This is an optimization exercise on Yosys and OpenROAD, whose aim is small area, a short achievable clock period and few clock cycles per item, not a production implementation. No functional check of the RTL was part of any run shown here.

===== flow/run.sh =====
#!/bin/bash
# synth_recipe.tcl (not shown) runs the flow's synth.tcl, then flattens the netlist and writes it again
# the make line also repeats each setting of config.mk as NAME=value (left out here)
make -C /OpenROAD-flow-scripts/flow DESIGN_CONFIG=/design/flow/config.mk WORK_HOME=/design/flow/orfs CLKGATE_MAP_FILE= SYNTH_SCRIPT=/design/flow/synth_recipe.tcl finish

===== flow/config.mk =====
export PLATFORM = sky130hd
export DESIGN_NAME = sw_top
export DESIGN_NICKNAME = sw_top
export VERILOG_FILES = /design/flow/design.v
export SDC_FILE = /design/flow/constraint.sdc
export NUM_CORES = 4
export LEC_CHECK = 0
export CAP_MARGIN = 20
export CORE_MARGIN = 2
export CORE_UTILIZATION = 40
export SLEW_MARGIN = 20

===== flow/constraint.sdc =====
create_clock -name core_clock -period 11.0 [get_ports {clk}]
set_input_delay 2.2000 -clock core_clock [delete_from_list [all_inputs] [get_ports {clk}]]
set_output_delay 2.2000 -clock core_clock [all_outputs]
set_load 0.01 [all_outputs]

===== flow/design.v =====
`default_nettype none
package sw_pkg;
    localparam int REF_LEN   = 64;
    localparam int QUERY_LEN = 48;
    localparam int PE_COUNT  = QUERY_LEN;
    localparam int HW = 7;
    function automatic logic gt7(input logic [HW-1:0] a, input logic [HW-1:0] b);
        logic g;
        g = 1'b0;
        for (int k = 0; k < HW; k++) g = (a[k] & ~b[k]) | ((a[k] | ~b[k]) & g);
        gt7 = g;
    endfunction
    function automatic logic gt3(input logic [2:0] a, input logic [2:0] b);
        logic g;
        g = 1'b0;
        for (int k = 0; k < 3; k++) g = (a[k] & ~b[k]) | ((a[k] | ~b[k]) & g);
        gt3 = g;
    endfunction
endpackage
`default_nettype wire
`timescale 1ns/1ps
`default_nettype none
module sw_ctrl #(
    parameter int P = sw_pkg::PE_COUNT
) (
    input  logic         clk,
    input  logic         reset,
    input  logic         valid_i,
    input  logic [1:0]   ref_base_i,
    input  logic [1:0]   query_base_i,
    input  logic         replay_i,       
    input  logic         replay_f_i,     
    input  logic [1:0]   replay_rb_i,
    output logic         shift_o,        
    output logic [1:0]   beat_rb_o,      
    output logic         replay_start_o,
    output logic         kill_o,
    output logic         f_o,            
    output logic [1:0]   rb_o,
    output logic [P-1:0] cap_o,
    output logic [1:0]   bq_o
);
    logic       v_q;
    logic [1:0] r_q;
    logic [5:0] cnt_q;     
    logic       gap_q;
    always_ff @(posedge clk or posedge reset) begin
        if (reset) begin
            v_q   <= 1'b0;
            cnt_q <= '0;
            gap_q <= 1'b0;
        end else begin
            v_q <= valid_i;
            if (valid_i) cnt_q <= cnt_q + 6'd1;
            if (kill_o) gap_q <= 1'b1;
            else if (f_o) gap_q <= 1'b0;
        end
    end
    always_ff @(posedge clk) begin
        r_q <= ref_base_i;
    end
    assign kill_o         = !v_q && (cnt_q != '0);
    assign replay_start_o = v_q && (cnt_q == '0) && gap_q;
    assign shift_o        = v_q || replay_i;
    assign beat_rb_o      = r_q;
    assign f_o  = (v_q && (cnt_q == 6'd1)) || replay_f_i;
    assign rb_o = replay_i ? replay_rb_i : r_q;
    assign bq_o = query_base_i;
    for (genvar k = 0; k < P; k++) begin : g_cap
        assign cap_o[k] = valid_i && (cnt_q == 6'(k));
    end
endmodule
`default_nettype wire
`timescale 1ns/1ps
`default_nettype none
module sw_sweep_counter (
    input  logic clk,
    input  logic reset,
    input  logic start_i,
    output logic active_o,
    output logic first_o
);
    logic       act_q;
    logic [5:0] cnt_q;
    always_ff @(posedge clk or posedge reset) begin
        if (reset) begin
            act_q <= 1'b0;
            cnt_q <= '0;
        end else if (start_i) begin
            act_q <= 1'b1;
            cnt_q <= '0;
        end else if (act_q) begin
            cnt_q <= cnt_q + 6'd1;
            if (cnt_q == 6'(sw_pkg::REF_LEN - 1)) act_q <= 1'b0;
        end
    end
    assign active_o = act_q;
    assign first_o  = act_q && (cnt_q == '0);
endmodule
`default_nettype wire
`timescale 1ns/1ps
`default_nettype none
module sw_seq_store #(
    parameter int W     = 2,
    parameter int DEPTH = 64
) (
    input  logic         clk,
    input  logic         shift_i,
    input  logic [W-1:0] data_i,
    output logic [W-1:0] tail_o
);
    logic [W-1:0] mem [DEPTH];
    always_ff @(posedge clk) begin
        if (shift_i) begin
            mem[0] <= data_i;
            for (int k = 1; k < DEPTH; k++) mem[k] <= mem[k-1];
        end
    end
    assign tail_o = mem[DEPTH-1];
endmodule
`default_nettype wire
`timescale 1ns/1ps
`default_nettype none
module sw_pe #(
    parameter int ROW = 1
) (
    input  logic                  clk,
    input  logic                  reset,
    input  logic                  kill_i,      
    input  logic                  f_i,         
    input  logic [1:0]            rb_i,        
    input  logic                  f_pk_i,      
    input  logic [2:0]            uu_i,        
    input  logic                  eu_i,        
    input  logic [sw_pkg::HW-1:0] au_i,        
    input  logic [sw_pkg::HW-1:0] a2_i,        
    input  logic [sw_pkg::HW-1:0] cbs_i,       
    input  logic [5:0]            cbi_i,       
    input  logic                  cap_i,
    input  logic [1:0]            bq_i,
    output logic                  f_o,
    output logic [1:0]            rb_o,
    output logic [2:0]            u_o,         
    output logic                  e_o,         
    output logic [sw_pkg::HW-1:0] a_o,         
    output logic [sw_pkg::HW-1:0] cbs_o,       
    output logic [5:0]            cbi_o
);
    localparam int W = sw_pkg::HW;
    logic [1:0]   q_q;
    logic [2:0]   v_q;     
    logic         ed_q;    
    logic [W-1:0] a_q;     
    logic [2:0]   a, b, s, c, m1, m2, tt;
    logic [2:0]   vl;
    logic [2:0]   un, vn;
    logic         z0, en, edn;
    always_comb begin
        z0 = (ROW == 1) || f_i || (au_i == '0);
        a = uu_i + {2'b00, eu_i};
        if (ROW == 1 && f_i) begin
            b  = 3'd0;
            vl = 3'd2;
        end else begin
            b  = v_q + {2'b00, ed_q};
            vl = v_q;
        end
        s = (rb_i == q_q) ? 3'd6 : 3'd3;
        c = z0 ? 3'd4 : 3'd3;
        m1 = (a > b) ? a : b;
        m2 = (s > c) ? s : c;
        tt = (m1 > m2) ? m1 : m2;      
        un  = tt - vl;                 
        vn  = tt - uu_i;               
        en  = (a == tt);
        edn = (b == tt);
    end
    always_ff @(posedge clk or posedge reset) begin
        if (reset) f_o <= 1'b0;
        else       f_o <= f_i && !kill_i;
    end
    always_ff @(posedge clk) begin
        rb_o <= rb_i;
        u_o  <= un;
        e_o  <= en;
        if (cap_i) q_q <= bq_i;
        if (ROW != 1 && f_pk_i) begin
            v_q  <= 3'd2;
            ed_q <= 1'b0;
        end else begin
            v_q  <= vn;
            ed_q <= edn;
        end
        a_q <= (f_o ? '0 : a_q) + W'(u_o) - W'(2);
    end
    assign a_o = a_q;
    if (ROW <= 2) begin : g_no_best
        assign cbs_o = '0;
        assign cbi_o = '0;
    end else begin : g_best
        logic take;
        assign take = sw_pkg::gt7(a2_i, cbs_i);
        always_ff @(posedge clk) begin
            cbs_o <= take ? a2_i : cbs_i;
            cbi_o <= take ? 6'(ROW - 2) : cbi_i;
        end
    end
endmodule
`default_nettype wire
`timescale 1ns/1ps
`default_nettype none
module sw_pe_array #(
    parameter int P = sw_pkg::PE_COUNT
) (
    input  logic                  clk,
    input  logic                  reset,
    input  logic                  kill_i,
    input  logic                  f_i,
    input  logic [1:0]            rb_i,
    input  logic [P-1:0]          cap_i,
    input  logic [1:0]            bq_i,
    output logic                  f_o,         
    output logic [sw_pkg::HW-1:0] cbs_o,       
    output logic [5:0]            cbi_o,
    output logic [sw_pkg::HW-1:0] a1_o,        
    output logic [sw_pkg::HW-1:0] a_o          
);
    localparam int W = sw_pkg::HW;
    logic         l_f   [P+1];
    logic [1:0]   l_rb  [P+1];
    logic [2:0]   l_u   [P+1];
    logic         l_e   [P+1];
    logic [W-1:0] l_a   [P+1];
    logic [W-1:0] l_cbs [P+1];
    logic [5:0]   l_cbi [P+1];
    assign l_f[0]   = f_i;
    assign l_rb[0]  = rb_i;
    assign l_u[0]   = 3'd2;
    assign l_e[0]   = 1'b0;
    assign l_a[0]   = '0;
    assign l_cbs[0] = '0;
    assign l_cbi[0] = '0;
    for (genvar k = 0; k < P; k++) begin : g_pe
        logic         pk;
        logic [W-1:0] a2;
        if (k == 0) begin : g_pk0
            assign pk = 1'b0;
            assign a2 = '0;
        end else begin : g_pkn
            assign pk = l_f[k-1];
            assign a2 = l_a[k-1];
        end
        sw_pe #(.ROW (k + 1)) u_pe (
            .clk     (clk),
            .reset   (reset),
            .kill_i  (kill_i),
            .f_i     (l_f[k]),
            .rb_i    (l_rb[k]),
            .f_pk_i  (pk),
            .uu_i    (l_u[k]),
            .eu_i    (l_e[k]),
            .au_i    (l_a[k]),
            .a2_i    (a2),
            .cbs_i   (l_cbs[k]),
            .cbi_i   (l_cbi[k]),
            .cap_i   (cap_i[k]),
            .bq_i    (bq_i),
            .f_o     (l_f[k+1]),
            .rb_o    (l_rb[k+1]),
            .u_o     (l_u[k+1]),
            .e_o     (l_e[k+1]),
            .a_o     (l_a[k+1]),
            .cbs_o   (l_cbs[k+1]),
            .cbi_o   (l_cbi[k+1])
        );
    end
    assign f_o   = l_f[P];
    assign cbs_o = l_cbs[P];
    assign a1_o  = l_a[P-1];
    assign cbi_o = l_cbi[P];
    assign a_o   = l_a[P];
endmodule
`default_nettype wire
`timescale 1ns/1ps
`default_nettype none
module sw_max_tracker #(
    parameter int P = sw_pkg::PE_COUNT
) (
    input  logic                  clk,
    input  logic                  reset,
    input  logic                  kill_i,
    input  logic                  f_i,       
    input  logic [sw_pkg::HW-1:0] cbs_i,     
    input  logic [5:0]            cbi_i,
    input  logic [sw_pkg::HW-1:0] a1_i,      
    input  logic [sw_pkg::HW-1:0] a_i,       
    output logic                  finish_o,
    output logic [20:0]           best_o
);
    localparam int W = sw_pkg::HW;
    logic         f1_q;
    logic [W-1:0] c1s_q;
    logic [5:0]   c1i_q;
    logic         t1;
    assign t1 = sw_pkg::gt7(a1_i, cbs_i);
    always_ff @(posedge clk or posedge reset) begin
        if (reset) f1_q <= 1'b0;
        else       f1_q <= f_i && !kill_i;
    end
    always_ff @(posedge clk) begin
        c1s_q <= t1 ? a1_i : cbs_i;
        c1i_q <= t1 ? 6'(P - 1) : cbi_i;
    end
    logic         act_q;
    logic [6:0]   j_q;
    logic         fin_q;
    logic [W-1:0] bs_q;
    logic [6:0]   bj_q;
    logic [5:0]   bi_q;
    logic         act;
    logic [6:0]   j;
    logic [W-1:0] cs;
    logic [5:0]   ci;
    logic [W-1:0] ps;
    logic [5:0]   pi;
    logic         take;
    always_comb begin
        act = f1_q || act_q;
        j   = f1_q ? 7'd1 : j_q;
        if (sw_pkg::gt7(a_i, c1s_q)) begin
            cs = a_i;
            ci = 6'(P);
        end else begin
            cs = c1s_q;
            ci = c1i_q;
        end
        ps   = f1_q ? '0 : bs_q;
        pi   = f1_q ? '0 : bi_q;
        take = (cs > ps) || ((cs == ps) && (ci < pi));
    end
    always_ff @(posedge clk or posedge reset) begin
        if (reset) begin
            act_q <= 1'b0;
            fin_q <= 1'b0;
        end else begin
            act_q <= act && (j != 7'(sw_pkg::REF_LEN)) && !kill_i;
            fin_q <= act && (j == 7'(sw_pkg::REF_LEN)) && !kill_i;
        end
    end
    always_ff @(posedge clk) begin
        j_q <= j + 7'd1;
        if (act) begin
            if (f1_q) begin
                bs_q <= '0;
                bj_q <= '0;
                bi_q <= '0;
            end
            if (take) begin
                bs_q <= cs;
                bj_q <= j;
                bi_q <= ci;
            end
        end
    end
    assign finish_o = fin_q;
    assign best_o   = {{(8 - W){1'b0}}, bs_q, bj_q, bi_q};
endmodule
`default_nettype wire
`timescale 1ns/1ps
`default_nettype none
module sw_top (
    input  logic        clk,
    input  logic        reset,
    input  logic        valid_i,
    input  logic [1:0]  ref_base_i,
    input  logic [1:0]  query_base_i,
    output logic        finish_o,
    output logic [20:0] result_o
);
    localparam int P = sw_pkg::PE_COUNT;
    localparam int W = sw_pkg::HW;
    logic         shift;
    logic [1:0]   beat_rb;
    logic         replay_start;
    logic         replay;
    logic         replay_f;
    logic [1:0]   replay_rb;
    logic         kill;
    logic         s_f;
    logic [1:0]   s_rb;
    logic [P-1:0] cap;
    logic [1:0]   bq;
    logic         a_f;
    logic [W-1:0] a_cbs;
    logic [5:0]   a_cbi;
    logic [W-1:0] a_a1;
    logic [W-1:0] a_a;
    sw_ctrl #(.P (P)) u_ctrl (
        .clk (clk), .reset (reset), .valid_i (valid_i),
        .ref_base_i (ref_base_i), .query_base_i (query_base_i),
        .replay_i (replay), .replay_f_i (replay_f), .replay_rb_i (replay_rb),
        .shift_o (shift), .beat_rb_o (beat_rb), .replay_start_o (replay_start),
        .kill_o (kill), .f_o (s_f), .rb_o (s_rb), .cap_o (cap), .bq_o (bq)
    );
    sw_seq_store #(.W (2), .DEPTH (sw_pkg::REF_LEN)) u_ref_store (
        .clk (clk), .shift_i (shift), .data_i (beat_rb), .tail_o (replay_rb)
    );
    sw_sweep_counter u_replay (
        .clk (clk), .reset (reset), .start_i (replay_start),
        .active_o (replay), .first_o (replay_f)
    );
    sw_pe_array #(.P (P)) u_array (
        .clk (clk), .reset (reset), .kill_i (kill), .f_i (s_f), .rb_i (s_rb),
        .cap_i (cap), .bq_i (bq),
        .f_o (a_f), .cbs_o (a_cbs), .cbi_o (a_cbi), .a1_o (a_a1), .a_o (a_a)
    );
    sw_max_tracker #(.P (P)) u_tracker (
        .clk (clk), .reset (reset), .kill_i (kill), .f_i (a_f), .cbs_i (a_cbs),
        .cbi_i (a_cbi), .a1_i (a_a1), .a_i (a_a), .finish_o (finish_o), .best_o (result_o)
    );
endmodule
`default_nettype wire

==> summary.txt, run 1 <==
status=timing/DRC/antenna clean; Finished Layout Cells=between 10000 and 15000; crit path DAT=5.96 ns; Via density=approximately 5; first-pass GRT wire length=305 mm; slew margin rel.=roughly 28%; vias in the first global route=about 63000; DP HPWL=137 mm; Slew Limit Fails=0; Synth top area share=between 30% and 40%; Mapped Cells=around 9200; Crit. End Element=flop; Synthesis Warnings=approximately 70; Post-synth ARST share=a little under 4%; drt first pass iters=8; clk sink count=1686; layout net count=roughly 10000; Setup violations, final=0; Multi-input gate area=slightly below 50000 um2; CTS Buf Count=around 180; synthesized flop and latch total=roughly 1700; Avg Synthesized Cell Area=~9.9 um2; setup TNS=0 ns; Die X=481 um; wire length on met3=between 5 and 6 mm; WP data required=11.70 ns; max layer used=met4; hold_buf cts=0; # IOs=29; area grow syn2layout=10.7%; die height=481 um; commonest non-fill, non-tap cell in the layout=dfxtp_1; crit share post-route=47.9%; Total GRT Usage=between 10% and 20%; DR WL/cell=approximately 15 um; placed insts=around 12000; initial antenna violation count=5; layout cells sized above 1=slightly below 8%; Remaining DRCs=0; post-route antenna net violation count=0; Post-synth EDFFs=around 240; grt total ovfl=0; fillers=21300; largest area contributor in the netlist=dfxtp_1; top area cells in the synthesized netlist=dfxtp_1 30%, ha_1 13%, edfxtp_1 8.1%, xnor2_1 5.6%, inv_1 5.5%; H-tree lvl count=4; Yosys cell types=86; clock root cell=clkbuf_16; DIE AREA=about 230000 um2; Clock Tree Buf Depth=3; Critical Setup Path Class=flop to flop; Post-synth top flop=dfxtp_1; Iter 0 DRT Violations=roughly 2700; initial core utilization=around 40%; GP Congestion=0.826; Clk pin slew, worst setup/hold paths=0.06 ns; largest net degree at the start of global routing=98; Post-Syn Area=90900 um2; Port Buffer Count=27; most frequent cells in the layout=1376 x dfxtp_1, 1339 x inv_1, 972 x ha_1; CTS tree=yes; post-CTS setup buffers=0; clock latency (worst-skew pair)=just over 0.8 ns; Row Count=between 150 and 200; CP Max Fanout=10; Post-Route M1 WL=a little over 80 mm; class of the worst hold path=flop to flop; met2 WL=just over 90 mm; # Max-Cap Violations=0; WL final=about 180 mm; fmax=190 MHz; post-synthesis sequential area ratio=about two fifths; CP Launch Type=flop; DR vias=between 60000 and 70000; core area=between 200000 and 250000 um2; register area=around 37000 um2; min Tclk post-route=roughly 5.3 ns; final hold violation count=0; Worst Skew=about 0.030 ns; Worst-Margin Slew=roughly 1.1 ns; RSZ-0062 raised after global routing=false; CTS resizes=0
-- worst max-delay path: stages, from the launching register on --
cell and delay [ns]:
dfxtp_1 0.34, ha_1 0.22, ha_1 0.20, xnor2_1 0.36, inv_1 0.12, ha_1 0.32
o21ai_0 0.09, nand2b_1 0.14, inv_1 0.06, a31oi_1 0.42, mux2_2 0.42, ha_1 0.30
nor2b_1 0.13, o21ai_0 0.08, a32oi_1 0.60, nor2_1 0.17, a21o_1 0.22, ha_1 0.19
inv_1 0.07, fa_1 0.40, or2_2 0.27
-- Yosys cell counts (24+ instances only) --
cell type and number:
fa_1 143, a21boi_0 46, and3_1 24, nand3_1 80, nand2b_1 466, o221ai_1 27
or2_2 118, maj3_2 42, inv_1 1340, ha_1 972, nand2_1 195, o21a_1 29
edfxtp_1 244, a31oi_1 74, dfxtp_1 1376, a311oi_1 27, maj3_1 105, a221oi_1 28
a32oi_1 73, nor4_1 61, o31ai_1 26, a21o_1 165, mux2_2 234, o21ai_0 238
a21oi_1 481, o21bai_1 52, nor2_1 476, xor2_1 251, a32o_1 32, and2_1 135
dfrtp_1 66, clkbuf_1 114, nor2b_1 328, nor3_1 113, mux2i_1 93, xnor2_1 580
-- layout make-up --
class | count | area share (%)
multi-input cells | 6021 | 48.4
flip-flops and latches | 1686 | 36.3
clock buffers | 252 | 5.16
inverters | 1340 | 5.00
well taps | 3009 | 3.74
clock inverters | 81 | 1.05
repair buffers | 40 | 0.359
diodes | 3 | 0.00746
-- metrics by stage --
stage | hold WS [ns] | utilization, % | worst slack (ns) | cell area, um2
6_report | 0.350 | 44.4 | 5.74 | 101000
3_3_place_gp | 0.354 | 41.7 | 5.77 | 94400
5_1_grt | 0.353 | 44.4 | 5.40 | 101000
2_1_floorplan | 0.349 | - | 6.40 | 90900
3_5_place_dp | 0.355 | 41.7 | 5.80 | 94400
4_1_cts | 0.348 | 44.4 | 5.79 | 101000
-- flip-flops by register name, summed over array words and instances (netlist names), 2 cells and up --
| register | flops |
|---|---|
| u_tracker.j_q | 7 |
| u_tracker.bj_q | 7 |
| u_array.g_pe.u_pe.ed_q | 48 |
| u_array.g_pe.u_pe.cbs_o | 322 |
| u_replay.cnt_q | 6 |
| u_ctrl.cnt_q | 6 |
| u_array.g_pe.u_pe.f_o | 48 |
| u_array.g_pe.u_pe.a_q | 336 |
| u_array.g_pe.u_pe.cbi_o | 219 |
| u_tracker.bs_q | 7 |
| u_array.g_pe.u_pe.e_o | 47 |
| u_tracker.c1s_q | 7 |
| u_array.g_pe.u_pe.q_q | 96 |
| u_array.g_pe.u_pe.v_q | 144 |
| u_tracker.c1i_q | 6 |
| u_tracker.bi_q | 6 |
| u_array.g_pe.u_pe.u_o | 144 |
| u_ctrl.r_q | 2 |
| u_ref_store.mem | 128 |
| u_array.g_pe.u_pe.rb_o | 94 |
-- logic make-up (layout without fill, tap and decap cells) --
logic type | after synthesis | after routing | share of synthesized area, %
simple gates | 2063 | 2063 | 12.2
fa+ha+maj | 1262 | 1262 | 18.2
buf+inv | 1481 | 1713 | 6.24
mux | 346 | 346 | 4.17
flops | 1686 | 1686 | 40.2
compound gates | 1517 | 1517 | 11.1
xor+xnor | 831 | 831 | 8.00
other cells | 1 | 5 | 0.00412
-- path summary, 6_finish.rpt --
path,start,end,slack (ns),cells after the start
min in group asynchronous,reset,u_array.g_pe[19].u_pe.f_o,1.81,2
min,u_array.g_pe[45].u_pe.rb_o[1],u_array.g_pe[46].u_pe.rb_o[1],0.35,0
min reg2reg,u_array.g_pe[45].u_pe.rb_o[1],u_array.g_pe[46].u_pe.rb_o[1],0.35,0
max in group asynchronous,reset,u_tracker.fin_q,8.14,3
max,u_array.g_pe[4].u_pe.u_o[0],u_array.g_pe[5].u_pe.v_q[1],5.74,20
max reg2reg,u_array.g_pe[4].u_pe.u_o[0],u_array.g_pe[5].u_pe.v_q[1],5.74,20
-- per-layer routing --
| layer | vias up | GRT usage, % |
|---|---|---|
| li1 | 31100 | - |
| met1 | 29100 | 19.1 |
| met2 | 810 | 28.8 |
| met3 | 298 | 2.09 |
| met4 | 0 | 4.72 |
| met5 | - | 0 |
==> inputs of run 2 (changes only) <==
--- a/flow/design.v
+++ b/flow/design.v
@@ -134,6 +134,6 @@
     input  logic                  eu_i,        
     input  logic [sw_pkg::HW-1:0] au_i,        
-    input  logic [sw_pkg::HW-1:0] a2_i,        
-    input  logic [sw_pkg::HW-1:0] cbs_i,       
+    input  logic [2:0]            vu_i,        
+    input  logic [sw_pkg::HW-1:0] cbf_i,       
     input  logic [5:0]            cbi_i,       
     input  logic                  cap_i,
@@ -144,5 +144,6 @@
     output logic                  e_o,         
     output logic [sw_pkg::HW-1:0] a_o,         
-    output logic [sw_pkg::HW-1:0] cbs_o,       
+    output logic [2:0]            v_o,         
+    output logic [sw_pkg::HW-1:0] cbf_o,       
     output logic [5:0]            cbi_o
 );
@@ -195,13 +196,18 @@
     end
     assign a_o = a_q;
-    if (ROW <= 2) begin : g_no_best
-        assign cbs_o = '0;
+    assign v_o = v_q;
+    logic [W:0]   cbd;     
+    logic         cbu;
+    always_comb begin
+        cbd = {1'b0, cbf_i} + (W + 1)'(2) - {{(W - 2){1'b0}}, vu_i};
+        cbu = cbd[W];
+    end
+    if (ROW == 1) begin : g_no_best
+        assign cbf_o = '0;
         assign cbi_o = '0;
     end else begin : g_best
-        logic take;
-        assign take = sw_pkg::gt7(a2_i, cbs_i);
         always_ff @(posedge clk) begin
-            cbs_o <= take ? a2_i : cbs_i;
-            cbi_o <= take ? 6'(ROW - 2) : cbi_i;
+            cbf_o <= cbu ? '0 : cbd[W-1:0];
+            cbi_o <= cbu ? 6'(ROW - 1) : cbi_i;
         end
     end
@@ -221,7 +227,7 @@
     input  logic [1:0]            bq_i,
     output logic                  f_o,         
-    output logic [sw_pkg::HW-1:0] cbs_o,       
+    output logic [2:0]            v_o,         
+    output logic [sw_pkg::HW-1:0] cbf_o,       
     output logic [5:0]            cbi_o,
-    output logic [sw_pkg::HW-1:0] a1_o,        
     output logic [sw_pkg::HW-1:0] a_o          
 );
@@ -232,5 +238,6 @@
     logic         l_e   [P+1];
     logic [W-1:0] l_a   [P+1];
-    logic [W-1:0] l_cbs [P+1];
+    logic [2:0]   l_v   [P+1];
+    logic [W-1:0] l_cbf [P+1];
     logic [5:0]   l_cbi [P+1];
     assign l_f[0]   = f_i;
@@ -239,15 +246,13 @@
     assign l_e[0]   = 1'b0;
     assign l_a[0]   = '0;
-    assign l_cbs[0] = '0;
+    assign l_v[0]   = 3'd2;
+    assign l_cbf[0] = '0;
     assign l_cbi[0] = '0;
     for (genvar k = 0; k < P; k++) begin : g_pe
-        logic         pk;
-        logic [W-1:0] a2;
+        logic pk;
         if (k == 0) begin : g_pk0
             assign pk = 1'b0;
-            assign a2 = '0;
         end else begin : g_pkn
             assign pk = l_f[k-1];
-            assign a2 = l_a[k-1];
         end
         sw_pe #(.ROW (k + 1)) u_pe (
@@ -261,6 +266,6 @@
             .eu_i    (l_e[k]),
             .au_i    (l_a[k]),
-            .a2_i    (a2),
-            .cbs_i   (l_cbs[k]),
+            .vu_i    (l_v[k]),
+            .cbf_i   (l_cbf[k]),
             .cbi_i   (l_cbi[k]),
             .cap_i   (cap_i[k]),
@@ -271,11 +276,12 @@
             .e_o     (l_e[k+1]),
             .a_o     (l_a[k+1]),
-            .cbs_o   (l_cbs[k+1]),
+            .v_o     (l_v[k+1]),
+            .cbf_o   (l_cbf[k+1]),
             .cbi_o   (l_cbi[k+1])
         );
     end
     assign f_o   = l_f[P];
-    assign cbs_o = l_cbs[P];
-    assign a1_o  = l_a[P-1];
+    assign v_o   = l_v[P];
+    assign cbf_o = l_cbf[P];
     assign cbi_o = l_cbi[P];
     assign a_o   = l_a[P];
@@ -291,7 +297,7 @@
     input  logic                  kill_i,
     input  logic                  f_i,       
-    input  logic [sw_pkg::HW-1:0] cbs_i,     
+    input  logic [2:0]            v_i,       
+    input  logic [sw_pkg::HW-1:0] cbf_i,     
     input  logic [5:0]            cbi_i,
-    input  logic [sw_pkg::HW-1:0] a1_i,      
     input  logic [sw_pkg::HW-1:0] a_i,       
     output logic                  finish_o,
@@ -300,8 +306,12 @@
     localparam int W = sw_pkg::HW;
     logic         f1_q;
-    logic [W-1:0] c1s_q;
-    logic [5:0]   c1i_q;
-    logic         t1;
-    assign t1 = sw_pkg::gt7(a1_i, cbs_i);
+    logic [W-1:0] cf_q;
+    logic [5:0]   ci_q;
+    logic [W:0]   cbd;
+    logic         cbu;
+    always_comb begin
+        cbd = {1'b0, cbf_i} + (W + 1)'(2) - {{(W - 2){1'b0}}, v_i};
+        cbu = cbd[W];
+    end
     always_ff @(posedge clk or posedge reset) begin
         if (reset) f1_q <= 1'b0;
@@ -309,6 +319,6 @@
     end
     always_ff @(posedge clk) begin
-        c1s_q <= t1 ? a1_i : cbs_i;
-        c1i_q <= t1 ? 6'(P - 1) : cbi_i;
+        cf_q <= cbu ? '0 : cbd[W-1:0];
+        ci_q <= cbu ? 6'(P) : cbi_i;
     end
     logic         act_q;
@@ -321,5 +331,4 @@
     logic [6:0]   j;
     logic [W-1:0] cs;
-    logic [5:0]   ci;
     logic [W-1:0] ps;
     logic [5:0]   pi;
@@ -328,14 +337,8 @@
         act = f1_q || act_q;
         j   = f1_q ? 7'd1 : j_q;
-        if (sw_pkg::gt7(a_i, c1s_q)) begin
-            cs = a_i;
-            ci = 6'(P);
-        end else begin
-            cs = c1s_q;
-            ci = c1i_q;
-        end
+        cs  = a_i + cf_q;
         ps   = f1_q ? '0 : bs_q;
         pi   = f1_q ? '0 : bi_q;
-        take = (cs > ps) || ((cs == ps) && (ci < pi));
+        take = (cs > ps) || ((cs == ps) && (ci_q < pi));
     end
     always_ff @(posedge clk or posedge reset) begin
@@ -359,5 +362,5 @@
                 bs_q <= cs;
                 bj_q <= j;
-                bi_q <= ci;
+                bi_q <= ci_q;
             end
         end
@@ -392,7 +395,7 @@
     logic [1:0]   bq;
     logic         a_f;
-    logic [W-1:0] a_cbs;
+    logic [2:0]   a_v;
+    logic [W-1:0] a_cbf;
     logic [5:0]   a_cbi;
-    logic [W-1:0] a_a1;
     logic [W-1:0] a_a;
     sw_ctrl #(.P (P)) u_ctrl (
@@ -413,9 +416,9 @@
         .clk (clk), .reset (reset), .kill_i (kill), .f_i (s_f), .rb_i (s_rb),
         .cap_i (cap), .bq_i (bq),
-        .f_o (a_f), .cbs_o (a_cbs), .cbi_o (a_cbi), .a1_o (a_a1), .a_o (a_a)
+        .f_o (a_f), .v_o (a_v), .cbf_o (a_cbf), .cbi_o (a_cbi), .a_o (a_a)
     );
     sw_max_tracker #(.P (P)) u_tracker (
-        .clk (clk), .reset (reset), .kill_i (kill), .f_i (a_f), .cbs_i (a_cbs),
-        .cbi_i (a_cbi), .a1_i (a_a1), .a_i (a_a), .finish_o (finish_o), .best_o (result_o)
+        .clk (clk), .reset (reset), .kill_i (kill), .f_i (a_f), .v_i (a_v),
+        .cbf_i (a_cbf), .cbi_i (a_cbi), .a_i (a_a), .finish_o (finish_o), .best_o (result_o)
     );
 endmodule
==> summary.txt, run 2 <==
CP Max Fanout=13 (+3); # IOs=29 (unchanged); Row Count=181 (+3.4%); GRT met1 Usage=19.8% (+0.72 points); initial core utilization=40.3% (+0.16 points); setup TNS=0 ns (unchanged); Most Crowded Layer GR=met2; max FFs per register=336 (unchanged); most frequent cells in the layout=1738 x inv_1, 1399 x ha_1, 1385 x dfxtp_1; fmax=183 MHz (-3.6%); crit-path cells=ha_1 > ha_1 > xnor2_1 > inv_1 > ha_1 > o21a_1 > o21ai_1 > mux2i_1 > inv_1 > ha_1 > nor2b_1 > o21ai_0 > a32oi_1 > a21boi_0 > fa_1 > xor2_1 > a2111o_1 > o21ai_0; WP data required=11.72 ns (+0.02 ns); top-count cell post-synth=inv_1; layout cells sized above 1=5.59% (-2.3 points); critical path's top delay family=compound AO/OA/AOI/OAI gates; GR Util met3=2.28% (+0.19 points); # Max-Cap Violations=0 (unchanged); CP most frequent cell=ha_1; synthesized flop and latch total=1695 (+0.53%); drt first pass iters=7 (-1); Clock Tree Buf Depth=3 (unchanged); fraction of synthesized area in multiplexers=2.44% (-1.7 points); vias in the first global route=67700 (+8.1%); clock root cell=clkbuf_16; hold_buf cts=0 (unchanged); slew margin rel.=32.4% (+4.3 points); post-CTS setup buffers=0 (unchanged); Iter 0 DRT Violations=2748 (+1.4%); Worst Skew=0.0722 ns (+0.0424 ns); post-synthesis sequential area ratio=37.4% (-2.8 points); depth of the worst register-to-register path=18 (-10%); worst stage delay on the critical path=0.75 ns (+0.15 ns); first-pass GRT wire length=327 mm (+6.9%); Post-synth top flop=dfxtp_1; layout net count=11800 (+13%); largest net degree at the start of global routing=79 (-19%); CTS resizes=0 (unchanged); Post-synth top cells=1739 x inv_1, 1399 x ha_1, 1385 x dfxtp_1; DR vias=65900 (+7.5%); Slew Limit Fails=0 (unchanged); global-route met2 utilization=26.9% (-1.9 points); class of the worst hold path=flop to flop; Critical Path Stages=18 (-10%); final hold violation count=0 (unchanged); post-synthesis compound-gate area fraction=10.2% (-0.82 points); DIE AREA=249000 um2 (+7.9%); area grow syn2layout=10.9%; placed insts=13200 (+9.1%); GP Congestion=0.823 (-0.35%); commonest non-fill, non-tap cell in the layout=inv_1; Post-synth ARST share=3.89% (-0.021 points); Clk pin slew, worst setup/hold paths=0.06 ns (about the same); crit path DAT=6.19 ns (+0.23 ns); adder-cell share of the synthesized area=21.7% (+3.5 points); Total GRT Usage=15.5% (-0.23 points); clock latency (worst-skew pair)=0.86 ns (+0.05 ns); worst path bufs/invs=2 (-1); Yosys cell types=83 (-3.5%); Largest Register=u_array.g_pe.u_pe.a_q; Post-synth EDFFs=244 (unchanged); largest registers=u_array.g_pe.u_pe.a_q (336), u_array.g_pe.u_pe.cbf_o (325), u_array.g_pe.u_pe.cbi_o (225); Setup violations, final=0 (unchanged); Crit. End Element=flop; Worst-Margin Slew=1.01 ns (-0.0638 ns); Port Buffer Count=27 (unchanged); largest family of logic cells by synthesized area=adder cells; status=timing/DRC/antenna clean; post-route antenna net violation count=0 (unchanged); Synthesis Warnings=70 (+2.9%); RSZ-0062 raised after global routing=false; die height=499 um (+3.9%); min Tclk post-route=5.46 ns (+0.197 ns); Hold Path Cell Cnt=0 (unchanged); Synth top area share=28.2% (-2.1 points); H-tree lvl count=4 (unchanged); largest area contributor in the netlist=dfxtp_1; initial antenna violation count=7 (+2); CTS tree=yes; top area cells in the synthesized netlist=dfxtp_1 28%, ha_1 18%, edfxtp_1 7.5%, inv_1 6.6%, xnor2_1 6.3%; simple-gate share of the synthesized area=13.1% (+0.92 points); DR WL/cell=14.2 um (-3.6%); CP max-delay cell=a32oi_1; Post-Syn Area=98200 um2 (+8.0%); CTS Buf Count=189 (+5.6%); clk sink count=1695 (+0.53%); crit share post-route=49.7% (+1.8 points); Avg Synthesized Cell Area=9.77 um2 (-1.3%); core area=244000 um2 (+7.5%); XOR/XNOR Fraction of Synth Area=7.97% (-0.037 points); Finished Layout Cells=13600 (+9.0%); Mapped Cells=10100 (+9.4%); Critical Setup Path Class=flop to flop; CP Launch Type=flop; Via density=4.86 (-1.4%); DP HPWL=146 mm (+6.0%); grt total ovfl=0 (unchanged); WL final=192 mm (+5.0%); Die X=499 um (+3.9%); Remaining DRCs=0 (unchanged)
-- run 2: cell types whose count changed after synthesis, sizes merged, moves of 47 or more --
cell / change
ha: +427
inv: +402
mux2: -196
nor3: +160
maj3: -147
xnor2: +129
o21ai: -75
nand2b: -70
xor2: -67
mux2i: +63
o21bai: +53
fa: +49
o21a: +47
-- run 2: per-layer routing --
| metal | wire, um | share of wire (%) | up-vias |
|---|---|---|---|
| li1 | - | - | 33900 |
| met4 | 5680 | 3.0 | 4 |
| met3 | 5670 | 3.0 | 322 |
| met5 | 24 | 0.013 | - |
| met1 | 89600 | 47 | 30900 |
| met2 | 90900 | 47 | 741 |
-- run 2: cell type report --
class                           instances  area, um2
Fill cell                           23000     135000
Clock buffer                          255       5240
Timing Repair Buffer                   38        343
Multi-Input combinational cell       6515      54500
Inverter                             1742       6540
Sequential cell                      1695      36700
Antenna cell                            3       7.51
Tap cell                             3202       4010
Clock inverter                        102       1480
-- run 2: logic make-up (layout without fill, tap and decap cells) --
group,Yosys count,in the layout
compound gates,1463,1463
xor+xnor,893,893
fa+ha+maj,1591,1591
buf+inv,1845,2137
flops,1695,1695
mux,213,213
other cells,1,6
simple gates,2352,2352
-- run 2: per-stage QoR --
stage | hold WS (ns) | util (%) | worst slack, ns | area, um2
after global placement | 0.357 | 41.9 | 5.62 | 102000
after CTS | 0.310 | 44.7 | 5.60 | 109000
after detailed placement | 0.356 | 41.9 | 5.63 | 102000
after global routing | 0.322 | 44.7 | 5.10 | 109000
final | 0.315 | 44.7 | 5.54 | 109000
after floorplan | 0.349 | - | 6.39 | 98200
-- run 2: final timing paths --
check / slack [ns] / start / to
min in group asynchronous: 1.66 / reset / u_tracker.f1_q
min: 0.32 / u_array.g_pe[39].u_pe.rb_o[0] / u_array.g_pe[40].u_pe.rb_o[0]
min reg2reg: 0.32 / u_array.g_pe[39].u_pe.rb_o[0] / u_array.g_pe[40].u_pe.rb_o[0]
max in group asynchronous: 8.19 / reset / u_array.g_pe[16].u_pe.f_o
max: 5.54 / u_array.g_pe[32].u_pe.u_o[0] / u_array.g_pe[33].u_pe.v_q[2]
max reg2reg: 5.54 / u_array.g_pe[32].u_pe.u_o[0] / u_array.g_pe[33].u_pe.v_q[2]

-- afterwards: timing with drivers on the ports --
The results above use ideal ports. As a check the final layouts listed here were re-extracted and re-timed, cells and wires unchanged.
Step 1, drivers: a clkbuf_16 drives clk and a buf_2 each remaining input, both assumed.
Step 2, shift: input delay + t, output delay - t, t = (earliest + latest rising clock arrival at the registers) / 2. This alone moves slack from input paths to output paths.
Three values: no drivers, after step 1, after step 2; two values: the first two.
| run | t, ns | setup slack, ns | hold slack, ns | latest minus earliest clock arrival (ns) | worst data-port slew with drivers (ns) |
|---|---|---|---|---|---|
| run 1 | 0.887 | 5.736 / 5.736 / 5.736 | 0.350 / 0.350 / 0.350 | 0.038 / 0.039 | 0.15 |
| run 2 | 0.910 | 5.538 / 5.538 / 5.538 | 0.315 / 0.315 / 0.315 | 0.085 / 0.085 | 0.16 |
After both steps every run listed still meets setup and hold.
